Context: an optimization exercise on an open-source flow, tuned for small area, a short achievable clock period and few clock cycles. The choices shown serve that exercise and are no tape-out recipe.
Function was checked by simulation only, so behaviour that the tests miss may differ from the original.
Power figures rest on the tool's default switching activity, not on a simulated workload.

==> flow/design.v <==
package rv_pkg;
    typedef enum logic [7-1:0] {
        OP_REG    = 7'b0110011,
        OP_IMM    = 7'b0010011,
        OP_LOAD   = 7'b0000011,
        OP_STORE  = 7'b0100011,
        OP_BRANCH = 7'b1100011,
        OP_JAL    = 7'b1101111,
        OP_JALR   = 7'b1100111,
        OP_LUI    = 7'b0110111
    } opcode_t;
    typedef enum logic [3:0] {
        ALU_ADD  = 4'b0000,
        ALU_SUB  = 4'b0001,
        ALU_AND  = 4'b0010,
        ALU_OR   = 4'b0011,
        ALU_XOR  = 4'b0100,
        ALU_SLL  = 4'b0101,
        ALU_SRL  = 4'b0110,
        ALU_SRA  = 4'b0111,
        ALU_SLT  = 4'b1000,
        ALU_SLTU = 4'b1001,
        ALU_BEQ  = 4'b1010,    
        ALU_BNE  = 4'b1011,
        ALU_BLT  = 4'b1100,
        ALU_BGE  = 4'b1101,
        ALU_BLTU = 4'b1110,
        ALU_BGEU = 4'b1111
    } alu_op_t;
    typedef enum logic [1:0] {
        WB_ALU = 2'd0,
        WB_MEM = 2'd1,
        WB_PC4 = 2'd2         
    } wb_src_t;
    typedef enum logic [1:0] {
        LSU_IDLE = 2'd0,
        LSU_WAIT = 2'd1,
        LSU_DONE = 2'd2
    } lsu_state_t;
endpackage
`timescale 1ns/1ns
module reg_file (
    input  logic                      clk,
    input  logic [5-1:0] rs1,
    input  logic [5-1:0] rs2,
    input  logic                      zero_rs1,
    input  logic [5-1:0] rd,
    input  logic [32-1:0]       wdata,
    input  logic                      we,
    output logic [32-1:0]       rdata1,
    output logic [32-1:0]       rdata2
);
    logic [32-1:1][32-1:0] regs;
    logic [32-1:1]               sel1, sel2, wsel;
    always_comb begin
        for (int i = 1; i < 32; i++) begin
            sel1[i] = (rs1 == 5'(i)) && !zero_rs1;
            sel2[i] = (rs2 == 5'(i));
            wsel[i] = (rd == 5'(i)) && we;
        end
    end
    always_comb begin
        rdata1 = '0;
        rdata2 = '0;
        for (int i = 1; i < 32; i++) begin
            rdata1 = rdata1 | (regs[i] & {32{sel1[i]}});
            rdata2 = rdata2 | (regs[i] & {32{sel2[i]}});
        end
    end
    always_ff @(posedge clk) begin
        for (int i = 1; i < 32; i++) begin
            if (wsel[i]) regs[i] <= wdata;
        end
    end
endmodule
`timescale 1ns/1ns
module riscv_core (
    input  logic                clk,
    input  logic                rst,
    output logic [32-1:0] imem_addr,
    input  logic [31:0]         imem_data,
    output logic                wb_cyc,
    output logic                wb_stb,
    output logic                wb_we,
    output logic [32-1:0] wb_adr,
    output logic [32-1:0] wb_dat_o,
    input  logic [32-1:0] wb_dat_i,
    input  logic                wb_ack
);
    logic [31:0] seq_pc;      
    logic [31:0] e_a;         
    logic [31:0] e_b;         
    logic [31:0] e_t;         
    logic [4:0]  e_rd;
    logic        e_wen;       
    logic        e_load, e_store;
    logic        e_jal, e_jalr;
    logic        e_beq, e_bne, e_blt, e_bge, e_bltu, e_bgeu;
    logic        e_inv;       
    logic        e_sel_sum, e_sel_slt, e_sel_sltu, e_sel_xor, e_sel_or, e_sel_and;
    logic        e_sel_sh, e_sh_left, e_sh_arith, e_sel_link;
    logic [32:0] sum33;
    logic [31:0] sum, b_x;
    logic        eq, lt, ltu, cond, take;
    logic [31:0] sh_in, sh_out, sh_rev;
    logic [31:0] res;
    logic        mem, adv, rf_we;
    assign b_x   = e_b ^ {32{e_inv}};
    assign sum33 = {1'b0, e_a} + {1'b0, b_x} + {32'b0, e_inv};
    assign sum   = sum33[31:0];
    assign eq    = (e_a == e_b);
    assign ltu   = !sum33[32];
    assign lt    = (e_a[31] ^ e_b[31]) ? e_a[31] : sum[31];
    assign cond = (e_beq & eq) | (e_bne & !eq) | (e_blt & lt) | (e_bge & !lt) |
                  (e_bltu & ltu) | (e_bgeu & !ltu);
    assign take = e_jal | e_jalr | cond;
    always_comb begin
        for (int i = 0; i < 32; i++) sh_in[i] = e_sh_left ? e_a[31-i] : e_a[i];
    end
    logic signed [32:0] sh_ext, sh_shr;
    assign sh_ext = {e_sh_arith & e_a[31], sh_in};
    assign sh_shr = sh_ext >>> e_b[4:0];
    assign sh_out = sh_shr[31:0];
    always_comb begin
        for (int i = 0; i < 32; i++) sh_rev[i] = e_sh_left ? sh_out[31-i] : sh_out[i];
    end
    assign res = ({32{e_sel_sum}}  & sum) |
                 ({32{e_sel_slt}}  & {31'b0, lt}) |
                 ({32{e_sel_sltu}} & {31'b0, ltu}) |
                 ({32{e_sel_xor}}  & (e_a ^ e_b)) |
                 ({32{e_sel_or}}   & (e_a | e_b)) |
                 ({32{e_sel_and}}  & (e_a & e_b)) |
                 ({32{e_sel_sh}}   & sh_rev) |
                 ({32{e_sel_link}} & seq_pc) |
                 ({32{e_load}}     & wb_dat_i);
    assign mem   = e_load | e_store;
    assign adv   = !mem || wb_ack;
    assign rf_we = e_wen && (!e_load || wb_ack);
    assign wb_cyc   = mem;
    assign wb_stb   = mem;
    assign wb_we    = e_store;
    assign wb_adr   = sum;
    assign wb_dat_o = e_t;
    assign imem_addr = take ? (e_jalr ? {sum[31:1], 1'b0} : e_t) : seq_pc;
    logic [31:0] ins;
    logic [6:0]  op;
    logic [2:0]  f3;
    logic        f7b5;
    logic [4:0]  rs1, rs2, rd;
    logic        is_op, is_opimm, is_load, is_store, is_br, is_jal, is_jalr, is_lui;
    logic [31:0] imm_i, imm_s, imm_u, imm_b, imm_j;
    logic [31:0] rf_rd1, rf_rd2, rs1_val, rs2_val;
    logic        fwd1, fwd2;
    assign ins  = imem_data;
    assign op   = ins[6:0];
    assign f3   = ins[14:12];
    assign f7b5 = ins[30];
    assign rs1  = ins[19:15];
    assign rs2  = ins[24:20];
    assign rd   = ins[11:7];
    assign is_op    = (op == 7'b0110011);
    assign is_opimm = (op == 7'b0010011);
    assign is_load  = (op == 7'b0000011);
    assign is_store = (op == 7'b0100011);
    assign is_br    = (op == 7'b1100011);
    assign is_jal   = (op == 7'b1101111);
    assign is_jalr  = (op == 7'b1100111);
    assign is_lui   = (op == 7'b0110111);
    assign imm_i = {{20{ins[31]}}, ins[31:20]};
    assign imm_s = {{20{ins[31]}}, ins[31:25], ins[11:7]};
    assign imm_u = {ins[31:12], 12'b0};
    assign imm_b = {{20{ins[31]}}, ins[7], ins[30:25], ins[11:8], 1'b0};
    assign imm_j = {{12{ins[31]}}, ins[19:12], ins[20], ins[30:21], 1'b0};
    reg_file u_rf (
        .clk(clk), .rs1(rs1), .rs2(rs2), .zero_rs1(is_lui), .rd(e_rd),
        .wdata(res), .we(rf_we), .rdata1(rf_rd1), .rdata2(rf_rd2)
    );
    assign fwd1    = e_wen && (e_rd == rs1) && !is_lui;
    assign fwd2    = e_wen && (e_rd == rs2);
    assign rs1_val = fwd1 ? res : rf_rd1;
    assign rs2_val = fwd2 ? res : rf_rd2;
    logic alu_rr, alu_ri, alu_any;
    assign alu_rr  = is_op;
    assign alu_ri  = is_opimm;
    assign alu_any = is_op | is_opimm;
    always_ff @(posedge clk or posedge rst) begin
        if (rst) begin
            seq_pc     <= 32'h0000_0000;
            e_wen      <= 1'b0;
            e_load     <= 1'b0;
            e_store    <= 1'b0;
            e_jal      <= 1'b0;
            e_jalr     <= 1'b0;
            e_beq      <= 1'b0;
            e_bne      <= 1'b0;
            e_blt      <= 1'b0;
            e_bge      <= 1'b0;
            e_bltu     <= 1'b0;
            e_bgeu     <= 1'b0;
        end else if (adv) begin
            seq_pc     <= imem_addr + 32'd4;
            e_wen      <= (rd != 5'd0) &&
                          (is_op || is_opimm || is_load || is_jal || is_jalr || is_lui);
            e_load     <= is_load;
            e_store    <= is_store;
            e_jal      <= is_jal;
            e_jalr     <= is_jalr;
            e_beq      <= is_br && (f3 == 3'b000);
            e_bne      <= is_br && (f3 == 3'b001);
            e_blt      <= is_br && (f3 == 3'b100);
            e_bge      <= is_br && (f3 == 3'b101);
            e_bltu     <= is_br && (f3 == 3'b110);
            e_bgeu     <= is_br && (f3 == 3'b111);
        end
    end
    always_ff @(posedge clk) begin
        if (adv) begin
            e_a        <= rs1_val;
            e_b        <= (is_op || is_br) ? rs2_val :
                          is_store         ? imm_s   :
                          is_lui           ? imm_u   : imm_i;
            e_t        <= is_store ? rs2_val : imem_addr + (is_jal ? imm_j : imm_b);
            e_rd       <= rd;
            e_inv      <= (alu_rr && f3 == 3'b000 && f7b5) ||
                          (alu_any && (f3 == 3'b010 || f3 == 3'b011)) || is_br;
            e_sel_sum  <= (alu_any && f3 == 3'b000) || is_lui;
            e_sel_slt  <= alu_any && (f3 == 3'b010);
            e_sel_sltu <= alu_any && (f3 == 3'b011);
            e_sel_xor  <= alu_any && (f3 == 3'b100);
            e_sel_or   <= alu_any && (f3 == 3'b110);
            e_sel_and  <= alu_any && (f3 == 3'b111);
            e_sel_sh   <= alu_any && (f3 == 3'b001 || f3 == 3'b101);
            e_sh_left  <= (f3 == 3'b001);
            e_sh_arith <= f7b5;
            e_sel_link <= is_jal || is_jalr;
        end
    end
endmodule
==> flow/run.sh <==
#!/bin/bash
# synth_recipe.tcl (not shown) runs the flow's synth.tcl, then flattens the netlist and writes it again
# the make line also repeats each setting of config.mk as NAME=value (left out here)
make -C /OpenROAD-flow-scripts/flow DESIGN_CONFIG=/design/flow/config.mk WORK_HOME=/design/flow/orfs CLKGATE_MAP_FILE= SYNTH_SCRIPT=/design/flow/synth_recipe.tcl finish
==> flow/config.mk <==
export PLATFORM = sky130hd
export DESIGN_NAME = riscv_core
export DESIGN_NICKNAME = riscv_core
export VERILOG_FILES = /design/flow/design.v
export SDC_FILE = /design/flow/constraint.sdc
export NUM_CORES = 4
export LEC_CHECK = 0
export CAP_MARGIN = 20
export CORE_MARGIN = 2
export CORE_UTILIZATION = 40
export SETUP_SLACK_MARGIN = 5
export SLEW_MARGIN = 20
==> flow/constraint.sdc <==
create_clock -name core_clock -period 12.0 [get_ports {clk}]
set_input_delay 2.4000 -clock core_clock [delete_from_list [all_inputs] [get_ports {clk}]]
set_output_delay 2.4000 -clock core_clock [all_outputs]
set_load 0.01 [all_outputs]
==> notes.md, run 1 <==
first-pass GRT wire length -> 407000 um
Ys Warns -> 2
Hold Startpoint -> seq_pc[3]$_DFFE_PP0P_
Clock Sinks -> 1147
DRT iter0 DRCs -> 12100
Filler cells -> 12800
I/O Buffers -> 165
fin crit share -> 58.8%
RePlAce Congestion -> 1.01
VDD IR max -> 0.145 mV
Slew headroom -> 2.74%
Clock Pin Slew Worst Setup and Hold Paths -> 60 ps
DR vias -> 53000
Critical Path End Type -> output port
total clock buffers created by CTS -> 118
Routed WL -> 306000 um
wire length per cell -> 44.0 um
initial core utilization -> 40.2%
endpoints failing setup -> 0
leakage -> 0.0239 uW
async set-reset flop share out of synthesis -> 3.75%
htree depth -> 3
dominant synthesized flop cell -> edfxtp_1
Critical Path Fanout Max -> 8
Cells after Synth -> 4681
Fmax -> 142 MHz
worst-margin pin slew -> 1450 ps
vias in the first global route -> 48700
post-DP HPWL -> 181000 um
Post-DRT Antenna Nets -> 0
Switch Pwr -> 4130 uW
largest net degree at the start of global routing -> 87
DIE AREA -> 0.149 sq mm
CTS tree -> built
die width -> 386 um
post-synthesis sequential area ratio -> 58.8%
R2R Setup Slk -> 5060 ps
Pre-Repair DR Iteration Count -> 12
root buffer cell -> clkbuf_16
Worst Path Required -> 9600 ps
r2r startpoint -> e_inv$_DFFE_PP_
Synthesized Nets -> 4876
maxcap violations -> 0
number of placement rows -> 140
critical path startpoint category -> flip-flop
total grt overflow -> 0
Final Max Tran Viols -> 0
clock skew -> 96.8 ps
CTS max path bufs -> 3
CP Launch Point -> e_inv$_DFFE_PP_
CORE AREA -> 0.145 sq mm
Placed Area -> 0.0631 sq mm
Switching Fraction -> 33.7%
Clk Latency, worst-skew pair -> 800 ps
fin area -> 0.0691 sq mm
initial antenna violation count -> 23
number of synthesized flops with an enable pin -> 1104
Int Pwr -> 8150 uW
post-route minimum period -> 7050 ps
sequential share of power -> 40.3%
Avg Inst Size Synth -> 12.4 sq um
Hold Crit Class -> reg2reg
DRC -> 0
Fin. Hold Viols -> 0
outcome -> no timing/DRC/antenna violations
Syn Std Cell Area -> 0.0582 sq mm
Logic pwr share -> 28.8%
Die H -> 386 um
Layout area overhead -> 18.7%
Pwr per Cell Area -> 178 mW/mm^2
share of cells above drive strength 1 -> 17.2%
setup TNS -> 0 ps
Worst Path Arrival -> 4650 ps
vias per cell -> 7.61
clock power share -> 30.9%
count of cell types in the netlist -> 108
Total GRT Usage -> 39.9%
nets -> 5137
RSZ-0062 raised after global routing -> true
Yosys reg bits -> 1147
post-cts hold buffer count -> 0
IO Pins -> 166
CP Class -> reg2out
-- what timing repair did --
action / in CTS / in global routing
buffers inserted: 61 / 60
cloned: 10 / 1
pin swaps: 33 / 36
gates resized for setup: 197 / 87
setup endpoints to repair: 59 / 50
-- placed cells by master (no fill, tap or decap), drive strengths merged, types with 13 or more instances in the layout --
master,n
and3,27
nand4,146
a22oi,239
xor2,57
ha,126
mux4,32
a21o,34
clkdlybuf4s50,131
dfrtp,43
o22a,31
a21oi,158
a221o,16
o2111ai,15
nor3,68
mux2,42
bufinv,14
buf,317
clkinv,57
o21ai,207
a22o,342
nand3,98
clkbuf,148
o211ai,29
edfxtp,1104
a221oi,377
nand2,379
nor2,231
or3,19
o21a,17
o21bai,13
a211oi,14
nand2b,18
nor4,16
and2,18
a31oi,22
a222oi,48
nor2b,15
xnor2,50
mux2i,69
inv,115
-- flip-flops by register name, indices dropped and copies added, names as in the netlist, 5 cells and up --
signal     count
u_rf.regs    992
e_rd           5
seq_pc        32
e_a           32
e_t           32
e_b           32
-- critical path, stage by stage (launching register included) --
cell	delay (ps)
edfxtp_1	480
buf_6	180
buf_16	150
xor2_2	180
ha_2	360
buf_4	130
nor2b_4	160
o2111a_2	240
o21ai_2	90
o2111ai_4	310
nand2_1	170
xnor2_1	780
clkdlybuf4s50_1	690
-- layout make-up --
| cell class | count | area [sq um] | share of cell area [%] |
|---|---|---|---|
| diodes | 11 | 27.5 | 0.0398 |
| clock buffers | 138 | 3030 | 4.38 |
| clock inverters | 79 | 893 | 1.29 |
| inverters | 116 | 463 | 0.670 |
| multi-input cells | 3081 | 23900 | 34.6 |
| flip-flops and latches | 1147 | 34200 | 49.5 |
| well taps | 1917 | 2400 | 3.47 |
| repair buffers | 477 | 4180 | 6.04 |
| repair inverters | 1 | 5.00 | 0.00724 |
-- final timing paths --
path,endpoint,depth (start not counted)
min,seq_pc[3]$_DFFE_PP0P_,2
min reg2reg,seq_pc[3]$_DFFE_PP0P_,2
max,wb_adr[23],12
max reg2reg,e_t[31]$_DFFE_PP_,32
min in group asynchronous,seq_pc[25]$_DFFE_PP0P_,2
max in group asynchronous,e_jalr$_DFFE_PP0P_,2
-- power groups by stage --
stage               Sequential, uW  Combinational (uW)  Clock, uW
finish                        4950                3540       3790
global route                  4940                3700       3940
floorplan                     4850                1670          0
detailed placement            5020                3010          0
global placement              5020                3010          0
CTS                           4930                3270       3770
-- cell families (layout without fill, tap and decap cells) --
kind of cell	after synthesis	in the layout	synth area share, %
buf+inv	458	811	3.17
flops	1147	1147	58.8
mux	143	143	3.29
other cells	0	11	0
compound gates	1629	1633	21.7
simple gates	1069	1070	8.69
xor+xnor	107	107	1.61
fa+ha+maj	128	128	2.78
-- layer usage --
metal  global-route usage [%]  vias up  routed length [um]
met5                    0.455        -                 246
met4                     29.8       26               31100
met3                     16.5     1831               50100
met2                     56.9     6061              124000
met1                     48.0    25400              101000
li1                         -    19700                   -
-- per-stage QoR --
step	hold WS [ps]	utilization, %	setup slack, ps	power [uW]	std cells
floorplan	443	-	5030	6520	4681
global placement	506	43.5	4150	8030	6605
detailed placement	507	43.5	4280	8030	6605
CTS	522	47.0	4850	12000	6893
global route	567	47.6	4810	12600	6958
finish	528	47.7	4950	12300	6967
-- synth_stat cells (all sizes together), types with 22 or more instances --
cell	n	area share, %
a22oi	239	3.1
nand4	146	1.6
o21ai	207	1.8
inv	115	0.74
nand2	379	2.4
buf	65	0.61
dfrtp	43	1.8
xnor2	50	0.75
a221oi	377	5.7
ha	126	2.7
xor2	57	0.86
a222oi	48	0.82
edfxtp	1104	57
mux2	42	0.82
o22a	31	0.47
nor2	231	1.5
a21o	30	0.40
and3	27	0.30
nand3	98	0.84
a22o	342	5.1
clkbuf	276	1.8
mux2i	69	1.2
a21oi	158	1.4
a31oi	22	0.29
o211ai	29	0.41
mux4	32	1.3
nor3	68	0.58
Testbench counts, summed over its fixed seeds: cycles 21,036.
==> run 2, diff against run 1 <==
--- a/flow/design.v
+++ b/flow/design.v
@@ -43,7 +43,6 @@
     input  logic                      clk,
     input  logic [5-1:0] rs1,
     input  logic [5-1:0] rs2,
-    input  logic                      zero_rs1,
     input  logic [5-1:0] rd,
     input  logic [32-1:0]       wdata,
     input  logic                      we,
@@ -54,7 +53,7 @@
     logic [32-1:1]               sel1, sel2, wsel;
     always_comb begin
         for (int i = 1; i < 32; i++) begin
-            sel1[i] = (rs1 == 5'(i)) && !zero_rs1;
+            sel1[i] = (rs1 == 5'(i));
             sel2[i] = (rs2 == 5'(i));
             wsel[i] = (rd == 5'(i)) && we;
         end
@@ -87,7 +86,7 @@
     input  logic [32-1:0] wb_dat_i,
     input  logic                wb_ack
 );
-    logic [31:0] seq_pc;      
+    logic [31:0] pc_e;        
     logic [31:0] e_a;         
     logic [31:0] e_b;         
     logic [31:0] e_t;         
@@ -96,21 +95,53 @@
     logic        e_load, e_store;
     logic        e_jal, e_jalr;
     logic        e_beq, e_bne, e_blt, e_bge, e_bltu, e_bgeu;
-    logic        e_inv;       
-    logic        e_sel_sum, e_sel_slt, e_sel_sltu, e_sel_xor, e_sel_or, e_sel_and;
+    logic        e_sel_add, e_sel_b, e_sel_sub, e_sel_slt, e_sel_sltu, e_sel_xor, e_sel_or, e_sel_and;
     logic        e_sel_sh, e_sh_left, e_sh_arith, e_sel_link;
-    logic [32:0] sum33;
-    logic [31:0] sum, b_x;
+    logic [31:0] sum, diff, link, btgt;
     logic        eq, lt, ltu, cond, take;
     logic [31:0] sh_in, sh_out, sh_rev;
     logic [31:0] res;
     logic        mem, adv, rf_we;
-    assign b_x   = e_b ^ {32{e_inv}};
-    assign sum33 = {1'b0, e_a} + {1'b0, b_x} + {32'b0, e_inv};
-    assign sum   = sum33[31:0];
-    assign eq    = (e_a == e_b);
-    assign ltu   = !sum33[32];
-    assign lt    = (e_a[31] ^ e_b[31]) ? e_a[31] : sum[31];
+    function automatic logic [31:0] ks_add(input logic [31:0] a, input logic [31:0] b);
+        logic [31:0] p, g, gp, pp, gn, pn;
+        p  = a ^ b;
+        g  = a & b;
+        gp = g;
+        pp = p;
+        for (int d = 1; d < 32; d = d * 2) begin
+            for (int i = 0; i < 32; i++) begin
+                if (i >= d) begin
+                    gn[i] = gp[i] | (pp[i] & gp[i-d]);
+                    pn[i] = pp[i] & pp[i-d];
+                end else begin
+                    gn[i] = gp[i];
+                    pn[i] = pp[i];
+                end
+            end
+            gp = gn;
+            pp = pn;
+        end
+        ks_add = p ^ {gp[30:0], 1'b0};
+    endfunction
+    function automatic logic lt_u(input logic [31:0] a, input logic [31:0] b);
+        logic [31:0] l, e;
+        l = ~a & b;
+        e = ~(a ^ b);
+        for (int w = 1; w < 32; w = w * 2) begin
+            for (int i = 0; i < 32; i = i + 2 * w) begin
+                l[i] = l[i+w] | (e[i+w] & l[i]);
+                e[i] = e[i+w] & e[i];
+            end
+        end
+        lt_u = l[0];
+    endfunction
+    assign sum    = ks_add(e_a, e_b);
+    assign diff   = e_a - e_b;
+    assign eq     = (e_a == e_b);
+    assign ltu    = lt_u(e_a, e_b);
+    assign lt     = (e_a[31] ^ e_b[31]) ? e_a[31] : ltu;
+    assign link   = pc_e + 32'd4;
+    assign btgt   = ks_add(pc_e, e_t);
     assign cond = (e_beq & eq) | (e_bne & !eq) | (e_blt & lt) | (e_bge & !lt) |
                   (e_bltu & ltu) | (e_bgeu & !ltu);
     assign take = e_jal | e_jalr | cond;
@@ -124,14 +155,16 @@
     always_comb begin
         for (int i = 0; i < 32; i++) sh_rev[i] = e_sh_left ? sh_out[31-i] : sh_out[i];
     end
-    assign res = ({32{e_sel_sum}}  & sum) |
+    assign res = ({32{e_sel_add}}  & sum) |
+                 ({32{e_sel_b}}    & e_b) |
+                 ({32{e_sel_sub}}  & diff) |
                  ({32{e_sel_slt}}  & {31'b0, lt}) |
                  ({32{e_sel_sltu}} & {31'b0, ltu}) |
                  ({32{e_sel_xor}}  & (e_a ^ e_b)) |
                  ({32{e_sel_or}}   & (e_a | e_b)) |
                  ({32{e_sel_and}}  & (e_a & e_b)) |
                  ({32{e_sel_sh}}   & sh_rev) |
-                 ({32{e_sel_link}} & seq_pc) |
+                 ({32{e_sel_link}} & link) |
                  ({32{e_load}}     & wb_dat_i);
     assign mem   = e_load | e_store;
     assign adv   = !mem || wb_ack;
@@ -141,7 +174,7 @@
     assign wb_we    = e_store;
     assign wb_adr   = sum;
     assign wb_dat_o = e_t;
-    assign imem_addr = take ? (e_jalr ? {sum[31:1], 1'b0} : e_t) : seq_pc;
+    assign imem_addr = !take ? link : e_jalr ? {sum[31:1], 1'b0} : btgt;
     logic [31:0] ins;
     logic [6:0]  op;
     logic [2:0]  f3;
@@ -172,10 +205,10 @@
     assign imm_b = {{20{ins[31]}}, ins[7], ins[30:25], ins[11:8], 1'b0};
     assign imm_j = {{12{ins[31]}}, ins[19:12], ins[20], ins[30:21], 1'b0};
     reg_file u_rf (
-        .clk(clk), .rs1(rs1), .rs2(rs2), .zero_rs1(is_lui), .rd(e_rd),
+        .clk(clk), .rs1(rs1), .rs2(rs2), .rd(e_rd),
         .wdata(res), .we(rf_we), .rdata1(rf_rd1), .rdata2(rf_rd2)
     );
-    assign fwd1    = e_wen && (e_rd == rs1) && !is_lui;
+    assign fwd1    = e_wen && (e_rd == rs1);
     assign fwd2    = e_wen && (e_rd == rs2);
     assign rs1_val = fwd1 ? res : rf_rd1;
     assign rs2_val = fwd2 ? res : rf_rd2;
@@ -185,7 +218,7 @@
     assign alu_any = is_op | is_opimm;
     always_ff @(posedge clk or posedge rst) begin
         if (rst) begin
-            seq_pc     <= 32'h0000_0000;
+            pc_e       <= 32'h0000_0000 - 32'd4;
             e_wen      <= 1'b0;
             e_load     <= 1'b0;
             e_store    <= 1'b0;
@@ -198,7 +231,7 @@
             e_bltu     <= 1'b0;
             e_bgeu     <= 1'b0;
         end else if (adv) begin
-            seq_pc     <= imem_addr + 32'd4;
+            pc_e       <= imem_addr;
             e_wen      <= (rd != 5'd0) &&
                           (is_op || is_opimm || is_load || is_jal || is_jalr || is_lui);
             e_load     <= is_load;
@@ -219,11 +252,11 @@
             e_b        <= (is_op || is_br) ? rs2_val :
                           is_store         ? imm_s   :
                           is_lui           ? imm_u   : imm_i;
-            e_t        <= is_store ? rs2_val : imem_addr + (is_jal ? imm_j : imm_b);
+            e_t        <= is_store ? rs2_val : is_jal ? imm_j : imm_b;
             e_rd       <= rd;
-            e_inv      <= (alu_rr && f3 == 3'b000 && f7b5) ||
-                          (alu_any && (f3 == 3'b010 || f3 == 3'b011)) || is_br;
-            e_sel_sum  <= (alu_any && f3 == 3'b000) || is_lui;
+            e_sel_add  <= alu_any && f3 == 3'b000 && !(alu_rr && f7b5);
+            e_sel_b    <= is_lui;
+            e_sel_sub  <= alu_rr && f3 == 3'b000 && f7b5;
             e_sel_slt  <= alu_any && (f3 == 3'b010);
             e_sel_sltu <= alu_any && (f3 == 3'b011);
             e_sel_xor  <= alu_any && (f3 == 3'b100);
==> flow/flow/run.sh (new file) <==
#!/bin/bash
set -euo pipefail
bash standard.sh \
    SETUP_SLACK_MARGIN=6 \
    MATCH_CELL_FOOTPRINT=0 \
    "BUFFER_PORTS_ARGS=-buffer_cell sky130_fd_sc_hd__buf_4" \
    finish > flow_make.log 2>&1
==> flow/standard.sh (new file) <==
#!/bin/bash
# synth_recipe.tcl (not shown) runs the flow's synth.tcl, then flattens the netlist and writes it again
# the make line also repeats each setting of config.mk as NAME=value (left out here)
make -C /OpenROAD-flow-scripts/flow DESIGN_CONFIG=/design/flow/config.mk WORK_HOME=/design/flow/orfs CLKGATE_MAP_FILE= SYNTH_SCRIPT=/design/flow/synth_recipe.tcl "${@:-finish}"
--- a/flow/config.mk
+++ b/flow/config.mk
@@ -8,5 +8,4 @@
 export CAP_MARGIN = 20
 export CORE_MARGIN = 2
 export CORE_UTILIZATION = 40
-export SETUP_SLACK_MARGIN = 5
 export SLEW_MARGIN = 20
removed: flow/run.sh
==> run 2 against run 1 <==
Net effect: still clean; combinational power shrank 3%; fmax increased by 8.2%; critical path depth up 3; clock power is 2% higher; first-iteration DRC count decreased by 4.5%; non-clock buffer count up 37; die area is 2.4% higher; area after synthesis grew 2.4%; worst hold slack lost 44 ps.
==> notes.md, run 2 <==
Layout area overhead -> 19.6% (was 18.7%)
wire length per cell -> 44.3 um (was 44.0 um)
Placed Area -> 0.0639 sq mm (was 0.0631 sq mm)
sequential share of power -> 39.7% (was 40.3%)
post-route minimum period -> 6520 ps (was 7050 ps)
vias per cell -> 7.61 (about the same)
initial core utilization -> 40.3% (was 40.2%)
Total GRT Usage -> 40.6% (was 39.9%)
Post-Synth Simple-Gate Area -> 9.06% (was 8.69%)
maxcap violations -> 0 (unchanged)
Switching Fraction -> 33.7% (about the same)
worst-margin pin slew -> 1240 ps (was 1450 ps)
DRC -> 0 (unchanged)
PnR worst setup slack -> 5480 ps (was 4950 ps)
initial antenna violation count -> 18 (was 23)
Synth top cells by count -> 1105 x edfxtp_1, 568 x a22oi_1, 318 x nand2_1, 286 x nor2_1, 271 x clkbuf_1 (was 1104 x edfxtp_1, 379 x nand2_1, 375 x a221oi_1, 342 x a22o_1, 275 x clkbuf_1)
count of cell types in the netlist -> 101 (was 108)
leakage -> 0.0248 uW (was 0.0239 uW)
htree depth -> 3 (unchanged)
Fmax -> 153 MHz (was 142 MHz)
Clk Latency, worst-skew pair -> 790 ps (was 800 ps)
most frequent cell after synthesis -> edfxtp_1 (unchanged)
Worst Hold Path Cells -> 2 (unchanged)
fin area -> 0.0713 sq mm (was 0.0691 sq mm)
Pwr per Cell Area -> 170 mW/mm^2 (was 178 mW/mm^2)
max FFs per register -> 992 (unchanged)
RSZ-0062 raised after global routing -> true (unchanged)
CP Class -> reg2out (unchanged)
Critical Path Fanout Max -> 6 (was 8)
post-DP HPWL -> 192000 um (was 181000 um)
Yosys top cell by area -> edfxtp_1 (unchanged)
most frequent cells in the layout -> 1105 x edfxtp_1, 567 x a22oi_1, 453 x buf_4 (was 1104 x edfxtp_1, 379 x nand2_1, 374 x a221oi_1)
Crit path max-delay family -> compound AO/OA/AOI/OAI gates (was buffers and inverters)
Slew headroom -> 16.5% (was 2.74%)
commonest non-fill, non-tap cell in the layout -> edfxtp_1 (unchanged)
die width -> 390 um (was 386 um)
Yosys reg bits -> 1148 (was 1147)
Routed WL -> 321000 um (was 306000 um)
I/O Buffers -> 165 (unchanged)
total grt overflow -> 0 (unchanged)
first-pass GRT wire length -> 426000 um (was 407000 um)
dominant synthesized flop cell -> edfxtp_1 (unchanged)
Syn Std Cell Area -> 0.0596 sq mm (was 0.0582 sq mm)
top cells by area, synth -> edfxtp_1 56%, a22oi_1 7.1%, ha_1 3.3% (was edfxtp_1 57%, a221oi_1 5.6%, a22o_1 5.1%)
Final Max Tran Viols -> 0 (unchanged)
Post-DRT Antenna Nets -> 0 (unchanged)
post-synthesis adder-cell area fraction -> 3.44% (was 2.78%)
vias in the first global route -> 50700 (was 48700)
async set-reset flop share out of synthesis -> 3.75% (about the same)
Tot Pwr -> 12100 uW (was 12300 uW)
Synth Area in Compound Gates -> 21.9% (was 21.7%)
Largest stage delay, worst path -> 490 ps (was 780 ps)
CORE AREA -> 0.148 sq mm (was 0.145 sq mm)
DRT iter0 DRCs -> 11600 (was 12100)
Cells after Synth -> 4914 (was 4681)
number of placement rows -> 141 (was 140)
critical path's slowest cell -> edfxtp_1 (was xnor2_1)
endpoints failing setup -> 0 (unchanged)
Clock Sinks -> 1148 (was 1147)
nets -> 5430 (was 5137)
Worst Path Required -> 9600 ps (about the same)
fin crit share -> 54.3% (was 58.8%)
Synthesized Nets -> 5143 (was 4876)
Clock Pin Slew Worst Setup and Hold Paths -> 60 ps (about the same)
CP Buf/Inv Count -> 6 (was 4)
post-synthesis sequential area ratio -> 57.5% (was 58.8%)
Logic pwr share -> 28.5% (was 28.8%)
number of synthesized flops with an enable pin -> 1105 (was 1104)
setup TNS -> 0 ps (unchanged)
outcome -> no timing/DRC/antenna violations (unchanged)
post-placement worst setup slack -> 4340 ps (was 4280 ps)
XOR/XNOR Fraction of Synth Area -> 1.56% (was 1.61%)
Fin. Hold Viols -> 0 (unchanged)
Worst path depth -> 15 (was 12)
VDD IR max -> 0.147 mV (was 0.145 mV)
total clock buffers created by CTS -> 120 (was 118)
clock skew -> 77.3 ps (was 96.8 ps)
worst path cell trace -> inv_2 -> ha_4 -> nor3b_1 -> a211o_1 -> a311o_1 -> a211oi_4 -> o211ai_1 -> buf_4 -> mux2i_4 -> nor2_4 -> buf_12 -> buf_12 -> clkbuf_16 -> mux2i_2 -> buf_4 (was buf_6 -> buf_16 -> xor2_2 -> ha_2 -> buf_4 -> nor2b_4 -> o2111a_2 -> o21ai_2 -> o2111ai_4 -> nand2_1 -> xnor2_1 -> clkdlybuf4s50_1)
DIE AREA -> 0.152 sq mm (was 0.149 sq mm)
FF-to-FF path depth -> 14 (was 32)
post-synthesis mux area share -> 3.31% (was 3.29%)
Hold Crit Class -> reg2reg (unchanged)
main combinational cell family by area after synthesis -> compound AO/OA/AOI/OAI gates (unchanged)
critical path startpoint category -> flip-flop (unchanged)
Worst Path Arrival -> 4120 ps (was 4650 ps)
share of cells above drive strength 1 -> 21.7% (was 17.2%)
RePlAce Congestion -> 0.999 (was 1.01)
post-synth top area share -> 55.6% (was 56.9%)
clock power share -> 31.8% (was 30.9%)
largest net degree at the start of global routing -> 82 (was 87)
IO Pins -> 166 (unchanged)
CTS max path bufs -> 3 (unchanged)
Critical Path End Type -> output port (unchanged)
Die H -> 390 um (was 386 um)
largest reg by FF count -> u_rf.regs (unchanged)
Int Pwr -> 8030 uW (was 8150 uW)
Switch Pwr -> 4080 uW (was 4130 uW)
Pre-Repair DR Iteration Count -> 13 (was 12)
CTS tree -> built (unchanged)
DR vias -> 55100 (was 53000)
Ys Warns -> 2 (unchanged)
root buffer cell -> clkbuf_16 (unchanged)
Avg Inst Size Synth -> 12.1 sq um (was 12.4 sq um)
-- run 2: cell types whose count changed in the layout (fill, tap and decap cells not counted), sizes merged, moves of 56 or more --
cell           before  now
a221oi            377  174
a22o              342  188
a22oi             239  568
buf               317  504
clkdlybuf4s50     131    0
nand2             379  318
nor2              231  287
-- run 2: power groups by stage --
stage               logic, uW  clock network [uW]  registers [uW]
floorplan                1540                   0            4820
global placement         2740                   0            4910
detailed placement       2720                   0            4910
CTS                      3100                3850            4790
global route             3550                4000            4810
finish                   3450                3850            4810
-- run 2: area by class of cell --
cell class                      count  area, sq um
Antenna cell                       11         27.5
Clock buffer                      134         3080
Clock inverter                     90          940
Fill cell                       13100        76500
Inverter                          137          619
Multi-Input combinational cell   3276        25500
Sequential cell                  1148        34300
Tap cell                         1930         2410
Timing Repair Buffer              514         4350
Timing Repair inverter              4         45.0
-- run 2: path summary, 6_finish.rpt --
check	slack, ps	startpoint	endpoint
hold reg to reg	480	pc_e[11]$_DFFE_PP1P_	pc_e[11]$_DFFE_PP1P_
min in group asynchronous	1860	rst	pc_e[1]$_DFFE_PP0P_
max in group asynchronous	9630	rst	pc_e[0]$_DFFE_PP0P_
setup / recovery	5480	e_a[6]$_DFFE_PP_	imem_addr[11]
hold / removal	480	pc_e[11]$_DFFE_PP1P_	pc_e[11]$_DFFE_PP1P_
setup reg to reg	5950	e_b[3]$_DFFE_PP_	e_b[13]$_DFFE_PP_
-- run 2: stage by stage --
| step | util (%) | hold WS [ps] | cells |
|---|---|---|---|
| floorplan | - | 443 | 4914 |
| global placement | 43.2 | 474 | 6819 |
| detailed placement | 43.2 | 477 | 6819 |
| CTS | 47.5 | 485 | 7164 |
| global route | 48.2 | 512 | 7233 |
| finish | 48.2 | 484 | 7244 |
-- run 2: cells by family (layout without fill, tap and decap cells) --
logic type,after synthesis,in the layout
AOI/OAI and AO/OA,1736,1736
DFF,1148,1148
and+or+nand+nor,1130,1130
buffers and inverters,490,879
adders and majority gates,162,162
muxes,142,142
xor gates and xnor gates,106,106
other,0,11
-- run 2: worst min-delay path: stages, from the launching register on --
cell and delay, ps:
dfstp_2 390, nand2_1 50, nand2_1 40
-- run 2: per-layer routing --
metal  vias to the layer above  part of all wire (%)  track usage [%]
li1                      20600                     -                -
met1                     26700                    32             48.2
met2                      5955                    41             59.1
met3                      1831                    16             15.7
met4                        10                    10             31.6
met5                         -                 0.027                0
-- run 2: what timing repair did --
action | CTS | global route
resized for setup | 242 | 116
endpoints found under the setup margin | 97 | 50
gates cloned | 13 | 3
hold buffers | 0 | 0
pin swaps | 46 | 53
setup buffers | 108 | 65
Testbench counts of run 2, summed over its fixed seeds: cycles 21,036.

static timing again, ports no longer ideal:
The results above use ideal ports. As a check the final layouts listed here were re-extracted and re-timed, cells and wires unchanged.
Step 1 sets driving cells, clkbuf_16 on the clock port and buf_2 on the other inputs (assumed; they add their load-dependent delay and slew).
Step 2 adds t to the input delays and takes it off the output delays; t is the mean of the earliest and latest rising clock arrival at the registers after step 1. Input paths then give back, and output paths get back, about the clock's delay inside the block.
a / b / c = ideal ports / drivers / drivers and shift; a / b = the first two.
run	t (ns)	setup WS [ns]	hold WS [ns]	worst data-port slew with drivers (ns)	pins driven straight from the clock port
run 1	0.825	4.948 / 4.871 / 4.300	0.528 / 0.528 / 0.528	0.17	1
run 2	0.834	5.481 / 5.403 / 5.129	0.484 / 0.484 / 0.484	0.07	1
After both steps every run listed still meets setup and hold. The setup slack of run 1, which loses most, moves by -0.077 ns with the drivers and by -0.648 ns with both steps.
